What follows belongs to an exercise in optimizing a design on an open flow for small area, a short achievable clock period and few clock cycles per item; a production flow would make more cautious choices. Function was checked by simulation only, so behaviour that the tests miss may differ from the original.

## lane 2
==> flow/design.v <==
package smf_pkg;
  localparam int WINDOW       = 16;
  localparam int SAMPLE_WIDTH = 16;
  localparam int DATA_W       = 16;
  localparam int IDX_W        = (WINDOW > 1) ? $clog2(WINDOW) : 1;
  localparam int CNT_W        = $clog2(WINDOW + 1);
  typedef logic [SAMPLE_WIDTH-1:0] sample_t;
  typedef logic [IDX_W-1:0]        rank_t;
  function automatic logic gt16(input sample_t a, input sample_t b);
    logic [15:0] g1, l1;
    logic [7:0]  g2, l2;
    logic [3:0]  g3, l3;
    logic [1:0]  g4, l4;
    g1 = a & ~b;
    l1 = ~a & b;
    for (int k = 0; k < 8; k++) begin
      g2[k] = g1[2*k+1] | (~l1[2*k+1] & g1[2*k]);
      l2[k] = l1[2*k+1] | (~g1[2*k+1] & l1[2*k]);
    end
    for (int k = 0; k < 4; k++) begin
      g3[k] = g2[2*k+1] | (~l2[2*k+1] & g2[2*k]);
      l3[k] = l2[2*k+1] | (~g2[2*k+1] & l2[2*k]);
    end
    for (int k = 0; k < 2; k++) begin
      g4[k] = g3[2*k+1] | (~l3[2*k+1] & g3[2*k]);
      l4[k] = l3[2*k+1] | (~g3[2*k+1] & l3[2*k]);
    end
    gt16 = g4[1] | (~l4[1] & g4[0]);
  endfunction
  function automatic logic gt4(input rank_t a, input rank_t b);
    logic [3:0] g1, l1;
    g1 = a & ~b;
    l1 = ~a & b;
    gt4 = g1[3] | (~l1[3] & (g1[2] | (~l1[2] & (g1[1] | (~l1[1] & g1[0])))));
  endfunction
  function automatic rank_t inc4(input rank_t r);
    inc4 = {r[3] ^ (r[2] & r[1] & r[0]), r[2] ^ (r[1] & r[0]), r[1] ^ r[0], ~r[0]};
  endfunction
  function automatic rank_t dec4(input rank_t r);
    dec4 = {r[3] ^ ~(r[2] | r[1] | r[0]), r[2] ^ ~(r[1] | r[0]), r[1] ^ ~r[0], ~r[0]};
  endfunction
  function automatic sample_t avg16(input sample_t a, input sample_t b);
    logic [15:0] g, p, g1, p1, g2, p2, g3, p3, g4;
    g = a & b;
    p = a | b;
    for (int i = 0; i < 16; i++) begin
      g1[i] = (i >= 1) ? (g[i] | (p[i] & g[i-1])) : g[i];
      p1[i] = (i >= 1) ? (p[i] & p[i-1]) : p[i];
    end
    g1[1] = g[1] | ((p[1] & a[0]) & b[0]);
    for (int i = 0; i < 16; i++) begin
      g2[i] = (i >= 2) ? (g1[i] | (p1[i] & g1[i-2])) : g1[i];
      p2[i] = (i >= 2) ? (p1[i] & p1[i-2]) : p1[i];
    end
    for (int i = 0; i < 16; i++) begin
      g3[i] = (i >= 4) ? (g2[i] | (p2[i] & g2[i-4])) : g2[i];
      p3[i] = (i >= 4) ? (p2[i] & p2[i-4]) : p2[i];
    end
    for (int i = 0; i < 16; i++) begin
      g4[i] = (i >= 8) ? (g3[i] | (p3[i] & g3[i-8])) : g3[i];
    end
    for (int i = 1; i < 16; i++) begin
      avg16[i-1] = a[i] ^ (b[i] ^ g4[i-1]);
    end
    avg16[15] = g4[15];
  endfunction
  function automatic logic [7:0] rank_code(input rank_t c);
    for (int k = 0; k < 7; k++) begin
      rank_code[k+1] = c > rank_t'(2 * k + 1);
    end
    rank_code[0] = c[0];
  endfunction
  function automatic rank_t code_rank(input logic [7:0] code);
    logic [6:0] t;
    t = code[7:1];
    code_rank[3] = t[3];
    code_rank[2] = (t[1] & ~t[3]) | t[5];
    code_rank[1] = (t[0] & ~t[1]) | (t[2] & ~t[3]) | (t[4] & ~t[5]) | t[6];
    code_rank[0] = code[0];
  endfunction
endpackage
module smf_cell (
  input  smf_pkg::sample_t word_i,
  input  smf_pkg::sample_t x_i,
  output logic             gt_o
);
  assign gt_o = smf_pkg::gt16(word_i, x_i);
endmodule
module smf_median (
  input  smf_pkg::sample_t           lo_i,    
  input  smf_pkg::sample_t           hi_i,    
  input  logic                       odd_i,
  output logic [smf_pkg::DATA_W-1:0] median_o
);
  assign median_o = odd_i ? lo_i : smf_pkg::avg16(lo_i, hi_i);
endmodule
module sliding_window_median_filter_top (
  input  logic        clk_i,
  input  logic        rst_ni,
  input  logic        s_axis_tvalid,
  output logic        s_axis_tready,
  input  logic [15:0] s_axis_tdata,    
  output logic        m_axis_tvalid,
  input  logic        m_axis_tready,
  output logic [15:0] m_axis_tdata,    
  output logic        m_axis_tuser     
);
  localparam int W = smf_pkg::WINDOW;
  localparam smf_pkg::rank_t LO = smf_pkg::rank_t'(W / 2 - 1);
  localparam smf_pkg::rank_t HI = smf_pkg::rank_t'(W / 2);
  smf_pkg::sample_t [W-1:0]       value_q;
  smf_pkg::rank_t   [W-1:0]       rank, rank_next;
  logic             [W-1:0]       valid_q, cmp, cmp_q, gt, dn, le;
  logic             [6:0]         c_tap [W];
  logic             [6:0]         tap;
  logic             [13:0]        below;
  smf_pkg::rank_t                 r_old;
  smf_pkg::sample_t               x;
  logic [7:0]                     x_code, code_q;
  logic                           full, odd;
  logic                           accept, enter, m_free, m_take, p_free;
  logic                           a_valid_d, pend_d, p_valid_d, s_valid_d, w_free_d;
  logic                           ring_ok_d, enter_d, ready_d, enter_q, ready_q;
  logic [3:0]                     turn_d;
  logic [smf_pkg::CNT_W-1:0]      cnt_d;
  logic                           s_valid_q, s_full_q;
  logic [smf_pkg::DATA_W-1:0]     s_data_q;
  logic                           a_valid_q, pend_q, p_valid_q, m_valid_q, m_full_q;
  logic                           flip_q;     
  logic [3:0]                     turn_q;     
  logic [smf_pkg::CNT_W-1:0]      cnt_q;      
  smf_pkg::sample_t               x_q;
  logic                           gt_xq, gt_xq_q;
  logic                           p_odd_q, p_full_q;
  smf_pkg::sample_t               sel_lo, sel_hi, p_lo_q, p_hi_q;
  logic [smf_pkg::DATA_W-1:0]     median, m_data_q;
  assign x     = s_axis_tdata;
  assign full  = cnt_q[smf_pkg::CNT_W-1];
  assign odd   = cnt_q[0];
  assign r_old = rank[W-1];
  assign m_free        = !s_valid_q;
  assign m_take        = !m_valid_q || m_axis_tready;
  assign p_free        = !p_valid_q || m_free;
  assign enter         = enter_q;
  assign s_axis_tready = ready_q;
  assign accept        = s_axis_tvalid && ready_q;
  assign a_valid_d = accept || (a_valid_q && !enter);
  assign pend_d    = enter || (pend_q && !p_free);
  assign p_valid_d = p_free ? pend_q : p_valid_q;
  assign s_valid_d = m_take ? 1'b0 : (m_free ? p_valid_q : s_valid_q);
  assign turn_d    = enter ? 4'd0 : turn_q + 4'd1;
  assign cnt_d     = (enter && !full) ? cnt_q + smf_pkg::CNT_W'(1) : cnt_q;
  assign ring_ok_d = (turn_d == 4'd0) || ((cnt_d == '0) && !turn_d[0]);
  assign w_free_d  = !pend_d || !p_valid_d || !s_valid_d;
  assign enter_d   = a_valid_d && w_free_d && ring_ok_d;
  assign ready_d   = !a_valid_d || (w_free_d && ring_ok_d);
  smf_cell u_cmp_x (
    .word_i (x_q),
    .x_i    (x),
    .gt_o   (gt_xq)
  );
  for (genvar m = 0; m < 14; m++) begin : g_below
    assign below[m] = smf_pkg::rank_t'(m + 1) < r_old;
  end
  for (genvar i = 0; i < W; i++) begin : g_pos
    localparam logic           FILL_HI  = (i % 2) == 0;
    localparam smf_pkg::rank_t RANK_RST = FILL_HI ? smf_pkg::rank_t'(8 + i / 2)
                                                  : smf_pkg::rank_t'(i / 2);
    localparam int             PREV     = (i + W - 1) % W;
    smf_cell u_cmp (
      .word_i (value_q[i]),
      .x_i    (x),
      .gt_o   (cmp[i])
    );
    assign gt[i] = valid_q[i] ? cmp_q[i] : (FILL_HI ^ flip_q);
    assign le[i] = !gt[i];
    assign dn[i] = smf_pkg::gt4(rank[i], r_old);
    assign rank_next[i] = (gt[i] && !dn[i]) ? smf_pkg::inc4(rank[i])
                        : (dn[i] && !gt[i]) ? smf_pkg::dec4(rank[i])
                        : rank[i];
    for (genvar k = 0; k < 7; k++) begin : g_tap
      assign c_tap[i][k] = le[i] && (((rank[i] == smf_pkg::rank_t'(2 * k + 1)) && below[2*k])
                                  || ((rank[i] == smf_pkg::rank_t'(2 * k + 2)) && !below[2*k+1]));
    end
    always_ff @(posedge clk_i) begin
      if (i == 0) begin
        value_q[i] <= enter ? x_q : value_q[W-1];
        cmp_q[i]   <= accept ? (enter ? gt_xq : cmp[W-1]) : cmp_q[W-1];
      end else begin
        value_q[i] <= value_q[PREV];
        cmp_q[i]   <= accept ? cmp[PREV] : cmp_q[PREV];
      end
    end
    always_ff @(posedge clk_i or negedge rst_ni) begin
      if (!rst_ni) begin
        valid_q[i] <= 1'b0;
      end else if (i == 0) begin
        valid_q[i] <= enter || valid_q[W-1];
      end else begin
        valid_q[i] <= valid_q[PREV];
      end
    end
    if (i == 0) begin : g_code
      always_ff @(posedge clk_i or negedge rst_ni) begin
        if (!rst_ni) begin
          code_q <= smf_pkg::rank_code(RANK_RST);
        end else begin
          code_q <= enter ? x_code : smf_pkg::rank_code(rank[W-1]);
        end
      end
      assign rank[i] = smf_pkg::code_rank(code_q);
    end else begin : g_rank
      smf_pkg::rank_t rank_q;
      always_ff @(posedge clk_i or negedge rst_ni) begin
        if (!rst_ni) begin
          rank_q <= RANK_RST;
        end else begin
          rank_q <= enter ? rank_next[i-1] : rank[i-1];
        end
      end
      assign rank[i] = rank_q;
    end
  end
  always_comb begin
    tap = '0;
    for (int j = 0; j < W - 1; j++) begin
      tap |= c_tap[j];
    end
  end
  assign x_code = {tap, ^le[W-2:0]};
  always_comb begin
    sel_lo = '0;
    sel_hi = '0;
    for (int j = 0; j < W; j++) begin
      sel_lo |= {smf_pkg::SAMPLE_WIDTH{rank[j] == LO}} & value_q[j];
      sel_hi |= {smf_pkg::SAMPLE_WIDTH{rank[j] == HI}} & value_q[j];
    end
  end
  smf_median u_median (
    .lo_i     (p_lo_q),
    .hi_i     (p_hi_q),
    .odd_i    (p_odd_q),
    .median_o (median)
  );
  always_ff @(posedge clk_i or negedge rst_ni) begin
    if (!rst_ni) begin
      a_valid_q <= 1'b0;
      pend_q    <= 1'b0;
      p_valid_q <= 1'b0;
      m_valid_q <= 1'b0;
      s_valid_q <= 1'b0;
      flip_q    <= 1'b0;
      turn_q    <= '0;
      cnt_q     <= '0;
      enter_q   <= 1'b0;
      ready_q   <= 1'b1;
    end else begin
      a_valid_q <= a_valid_d;
      pend_q    <= pend_d;
      p_valid_q <= p_valid_d;
      s_valid_q <= s_valid_d;
      if (m_take) begin
        m_valid_q <= s_valid_q || p_valid_q;
      end
      flip_q    <= !flip_q;
      turn_q    <= turn_d;
      cnt_q     <= cnt_d;
      enter_q   <= enter_d;
      ready_q   <= ready_d;
    end
  end
  always_ff @(posedge clk_i) begin
    if (accept) begin
      x_q     <= x;
      gt_xq_q <= gt_xq;
    end
    if (p_free) begin
      p_lo_q   <= sel_lo;
      p_hi_q   <= sel_hi;
      p_odd_q  <= odd;
      p_full_q <= full;
    end
    if (m_take) begin
      m_data_q <= s_valid_q ? s_data_q : median;
      m_full_q <= s_valid_q ? s_full_q : p_full_q;
    end
    if (m_free) begin
      s_data_q <= median;
      s_full_q <= p_full_q;
    end
  end
  assign m_axis_tvalid = m_valid_q;
  assign m_axis_tdata  = m_data_q;
  assign m_axis_tuser  = m_full_q;
endmodule
clock: 5.5 ns
lec_check: 0
cap_margin: 20
core_margin: 2
core_utilization: 65
setup_slack_margin: 3.2
slew_margin: 20
synth_hierarchical: 1
run.sh (not shown) runs the stock make flow with config.mk's settings and CLKGATE_MAP_FILE= SYNTH_SCRIPT=/design/flow/synth_recipe.tcl, a recipe that flattens the netlist after the stock synthesis.
Lane 2 finished every step from synthesis to the final layout, and the layout passed the timing, DRC and antenna checks.
Testbench counts of lane 2, summed over its fixed seeds: cycles 16,032, items 16,000.
Here is what was changed in the inputs of lane 1 compared with lane 2.
--- a/flow/design.v
+++ b/flow/design.v
@@ -113,10 +113,11 @@
   logic             [W-1:0]       valid_q, cmp, cmp_q, gt, dn, le;
   logic             [6:0]         c_tap [W];
   logic             [6:0]         tap;
   logic             [13:0]        below;
   smf_pkg::rank_t                 r_old;
+  logic             [13:0]        th_14, th_up, th_dn, below_d;
   smf_pkg::sample_t               x;
   logic [7:0]                     x_code, code_q;
   logic                           full, odd;
   logic                           accept, enter, m_free, m_take, p_free;
   logic                           a_valid_d, pend_d, p_valid_d, s_valid_d, w_free_d;
@@ -157,12 +158,30 @@
   smf_cell u_cmp_x (
     .word_i (x_q),
     .x_i    (x),
     .gt_o   (gt_xq)
   );
-  for (genvar m = 0; m < 14; m++) begin : g_below
-    assign below[m] = smf_pkg::rank_t'(m + 1) < r_old;
+  localparam smf_pkg::rank_t R_OLD_RST = smf_pkg::rank_t'((W - 1) / 2);
+  always_comb begin
+    for (int m = 0; m < 14; m++) begin
+      th_14[m] = smf_pkg::rank_t'(m + 1) < rank[W-2];
+    end
+    th_up = {th_14[12:0], rank[W-2] != '0};
+    th_dn = {1'b0, th_14[13:1]};
+    below_d = !enter                      ? th_14
+            : (gt[W-2] && !dn[W-2]) ? th_up
+            : (dn[W-2] && !gt[W-2]) ? th_dn
+            : th_14;
+  end
+  always_ff @(posedge clk_i or negedge rst_ni) begin
+    if (!rst_ni) begin
+      for (int m = 0; m < 14; m++) begin
+        below[m] <= smf_pkg::rank_t'(m + 1) < R_OLD_RST;
+      end
+    end else begin
+      below <= below_d;
+    end
   end
   for (genvar i = 0; i < W; i++) begin : g_pos
     localparam logic           FILL_HI  = (i % 2) == 0;
     localparam smf_pkg::rank_t RANK_RST = FILL_HI ? smf_pkg::rank_t'(8 + i / 2)
                                                   : smf_pkg::rank_t'(i / 2);
- Of lane 1 and lane 2, it is lane 1 that has the lower detail-routed via count per cell.
- For lane 2, the capturing instance or port of the critical path was code_q[2]$_DFF_PN1_, unlike lane 1, where it was p_hi_q[14]$_DFFE_PP_.
- In the metrics for lane 1 and lane 2, the one carrying the higher post-synthesis share of cell area spent on full adders, half adders and majority gates is lane 1.
- | area taken by flip-flops and latches | lower: lane 2 |
- Going from lane 2 to lane 1, the effective utilization at floorplan was found to have gone down by 0.17 points.
- Lane 1: utilization is 1.1 points higher than what lane 2 reported.
- Lane 2 → lane 1: quantity of I/O buffers inserted on ports flat; share of the cycle needed by the critical path after routing dropped 2.9 points.
Testbench counts of lane 1, summed over its fixed seeds: cycles 16,032, items 16,000.

port drivers added, routing unchanged:
In the flow no input, the clock included, has a driving cell. The finished layouts below were timed again as built, in two steps.
Step 1 assumes that a clkbuf_16 drives the clock port and a buf_2 every other input.
Step 2 times the ports against the registers' clock, not the clock port: input delays grow and output delays shrink by t, the midpoint of the rising clock arrivals with the driver on.
Three values: no drivers, after step 1, after step 2; two values: the first two.
| run | shift t [ns] | setup WS [ns] | cell pins on the clock port's net |
|---|---|---|---|
| lane 2 | 0.682 | 2.562 / 2.562 / 2.470 | 1 |
| lane 1 | 0.688 | 2.719 / 2.719 / 2.535 | 1 |
After both steps every run listed still meets setup and hold. The setup slack of lane 1, which loses most, moves by 0.000 ns with the drivers and by -0.184 ns with both steps.
